What follows belongs to an exercise in optimizing a design on an open flow for small area, a short achievable clock period and few clock cycles per item; a production flow would make more cautious choices.
At most, simulation tests tie the RTL to the original design; equivalence was not proved.

==> inputs of trial 98 <==
Design tns_link_top, start of the top module:
module tns_link_top (
    input  logic        clock,
    input  logic        rst_n,
    input  logic        in_valid,
    input  logic [23:0] in_data,
    input  logic        out_credit,
    output logic        in_credit,
    output logic        out_valid,
    output logic [27:0] out_code,
    output logic [23:0] out_data
);
    localparam int CAP = 3;   
    logic        a_v;
    logic [23:0] a_d;
    logic        v1;
    logic [23:0] d1;
    logic [19:0] r1;
    logic [27:22] c1;       
    logic [27:22] cn1;      
    logic [19:0] rn1;
    logic        v2;
    logic [23:0] d2;
    logic [11:0] r2;
    logic [27:13] c2;       
    logic [27:13] cn2;      
    logic [11:0] rn2;
    logic        v3;
    logic [23:0] d3;
    logic [27:0] c3;       
    logic [27:0] cn3;      
    logic        ov;
    logic [2:0]  ocred;    
    logic [2:0]  xcred;    
    logic [2:0]  rcred;    
    logic        ic;
    logic [2:0]  ocred_k;
    logic free3;
    assign free3 = (ocred_k != 3'd0);
    logic free2;
    assign free2 = !v2 || free3;
    logic free1;
    assign free1 = !v1 || free2;
    logic a_mv;
    assign a_mv = a_v && free1;
    logic mv1;
    assign mv1 = v1 && free2;
    logic mv2;
  ...
==> flow/config.mk <==
export PLATFORM = sky130hd
export DESIGN_NAME = tns_link_top
export DESIGN_NICKNAME = tns_link_top
export VERILOG_FILES = /design/flow/design.v
export SDC_FILE = /design/flow/constraint.sdc
export NUM_CORES = 4
export LEC_CHECK = 0
export ABC_AREA = 1
export CAP_MARGIN = 20
export CORE_MARGIN = 2
export CORE_UTILIZATION = 40
export CTS_BUF_LIST = sky130_fd_sc_hd__clkbuf_8 sky130_fd_sc_hd__clkbuf_16
export CTS_CLUSTER_DIAMETER = 100
export CTS_CLUSTER_SIZE = 25
export SLEW_MARGIN = 20
==> flow/constraint.sdc <==
create_clock -name core_clock -period 45.0 [get_ports {clock}]
set_input_delay 9.0000 -clock core_clock [delete_from_list [all_inputs] [get_ports {clock}]]
set_output_delay 9.0000 -clock core_clock [all_outputs]
set_load 0.01 [all_outputs]
standard.sh (not shown) runs the stock make flow with config.mk's settings and CLKGATE_MAP_FILE= SYNTH_SCRIPT=/design/flow/synth_recipe.tcl, a recipe that flattens the netlist after the stock synthesis.
==> flow/flow/run.sh <==
#!/bin/bash
# The standard layout, with port buffers of a plain buffer cell.
set -euo pipefail
export BUFFER_PORTS_ARGS="-buffer_cell sky130_fd_sc_hd__buf_1"
bash standard.sh finish > standard_flow.log 2>&1
==> inputs of build 75, as changes to trial 98 <==
--- a/flow/design.v
+++ b/flow/design.v
@@ -876,37 +876,41 @@
     assign r6[0] = r7[0];
     assign r6[1] = r7[1];
     assign r6[2] = r7[2] ^ code_o[6];
     assign r6[3] = r7[3] ^ (code_o[6] & ~w6_3);
     assign r6[4] = r7[4] ^ (code_o[6] & w6_4);
     assign r6[5] = r7[5] ^ (code_o[6] & ~w6_5);
-    wire w5_4 = ~r6[3];
-    wire w5_5 = ~r6[4] | w5_4;
-    wire w5_6 = ~r6[5] & w5_5;
-    wire w5l_3 = ~r6[2];
-    wire w5l_4 = ~r6[3] | w5l_3;
-    wire w5l_5 = ~r6[4] | w5l_4;
-    wire w5l_6 = ~r6[5] & w5l_5;
-    assign code_o[5] = ~w5_6 & (hist[1] | ~w5l_6);
-    wire [4:0] r5;
-    assign r5[0] = r6[0];
-    assign r5[1] = r6[1];
-    assign r5[2] = r6[2];
-    assign r5[3] = r6[3] ^ code_o[5];
-    assign r5[4] = r6[4] ^ (code_o[5] & ~w5_4);
-    wire w4_1 = ~r5[0];
-    wire w4_2 = ~r5[1] & w4_1;
-    wire w4_3 = ~r5[2] | w4_2;
-    wire w4_4 = ~r5[3] | w4_3;
-    wire w4_5 = ~r5[4] & w4_4;
-    assign code_o[4] = ~w4_5;
+    wire g1o1_1 = ~r6[0];
+    wire g1o1_2 = ~r6[1] & g1o1_1;
+    wire g1o1_3 = ~r6[2] | g1o1_2;
+    wire g1o1_4 = ~r6[3] | g1o1_3;
+    wire g1o1_5 = ~r6[4] & g1o1_4;
+    wire g1o1_6 = ~r6[5] & g1o1_5;
+    wire g1o2_4 = ~r6[3];
+    wire g1o2_5 = ~r6[4] | g1o2_4;
+    wire g1o2_6 = ~r6[5] & g1o2_5;
+    wire g1o3_1 = ~r6[0];
+    wire g1o3_2 = ~r6[1] & g1o3_1;
+    wire g1o3_3 = ~r6[2] | g1o3_2;
+    wire g1o3_4 = ~r6[3] & g1o3_3;
+    wire g1o3_5 = ~r6[4] & g1o3_4;
+    wire g1o3_6 = ~r6[5] | g1o3_5;
+    wire g1l_3 = ~r6[2];
+    wire g1l_4 = ~r6[3] | g1l_3;
+    wire g1l_5 = ~r6[4] | g1l_4;
+    wire g1l_6 = ~r6[5] & g1l_5;
+    assign code_o[5] = ~g1o2_6 & (hist[1] | ~g1l_6);
+    assign code_o[4] = code_o[5] ? ~g1o3_6 : ~g1o1_6;
+    wire s1_1 = ~code_o[5] & code_o[4];
+    wire s1_2 = code_o[5] & ~code_o[4];
+    wire s1_3 = code_o[5] & code_o[4];
     wire [3:0] r4;
-    assign r4[0] = r5[0] ^ code_o[4];
-    assign r4[1] = r5[1] ^ (code_o[4] & w4_1);
-    assign r4[2] = r5[2] ^ (code_o[4] & ~w4_2);
-    assign r4[3] = r5[3] ^ (code_o[4] & ~w4_3);
+    assign r4[0] = r6[0] ^ (s1_1 | s1_3);
+    assign r4[1] = r6[1] ^ ((s1_1 & g1o1_1) | (s1_3 & g1o3_1));
+    assign r4[2] = r6[2] ^ ((s1_1 & ~g1o1_2) | (s1_3 & ~g1o3_2));
+    assign r4[3] = r6[3] ^ ((s1_1 & ~g1o1_3) | s1_2 | (s1_3 & g1o3_3));
     wire w3_1 = ~r4[0];
     wire w3_2 = ~r4[1] | w3_1;
     wire w3_3 = ~r4[2] | w3_2;
     wire w3_4 = ~r4[3] & w3_3;
     assign code_o[3] = ~w3_4;
     wire [2:0] r3;
==> impl_metrics.tcl <==
set metrics [dict create \
    status "complete, no violations" \
    dieArea_sq_mm 0.0338 \
    cp_max_fo 2 \
    final_cell_area_sq_mm 0.0142 \
    fill_cells 3192 \
    grt_pass1_wl_um 50000 \
    synth-simple-area-share_pct 37.9 \
    drt-initial-drc-count 826 \
]
-- figures above: trial 98

==> impl_metrics.tcl <==
set metrics [dict create \
    dieArea_sq_mm 0.0336 \
    fill_cells 3190 \
    status "complete, no violations" \
    synth-simple-area-share_pct 36.3 \
    final_cell_area_sq_mm 0.0141 \
    cp_max_fo 3 \
    grt_pass1_wl_um 49400 \
]
-- figures above: build 75

Testbench counts of build 75, summed over its fixed seeds: cycles 5,547, words 4,800.
No functional check of the RTL was part of trial 98.

==> static timing again, ports no longer ideal <==
Ports are ideal in the flow. The routed layouts listed here were re-timed in OpenROAD. Step 1 sets driving cells, clkbuf_16 on the clock port and buf_2 on the other inputs (assumed; they add their load-dependent delay and slew). Step 2 adds t to the input delays and takes it off the output delays; t is the mean of the earliest and latest rising clock arrival at the registers after step 1. Input paths then give back, and output paths get back, about the clock's delay inside the block. a / b / c = ideal / step 1 / step 2; a / b = the first two.
run | t (ns) | setup slack, ns | worst hold slack (ns) | pins driven straight from the clock port
trial 98 | 0.483 | 35.005 / 34.958 / 35.185 | 0.341 / 0.341 / 0.341 | 1
build 75 | 0.499 | 34.974 / 34.928 / 35.150 | 0.345 / 0.345 / 0.345 | 1
After both steps every run listed still meets setup and hold.
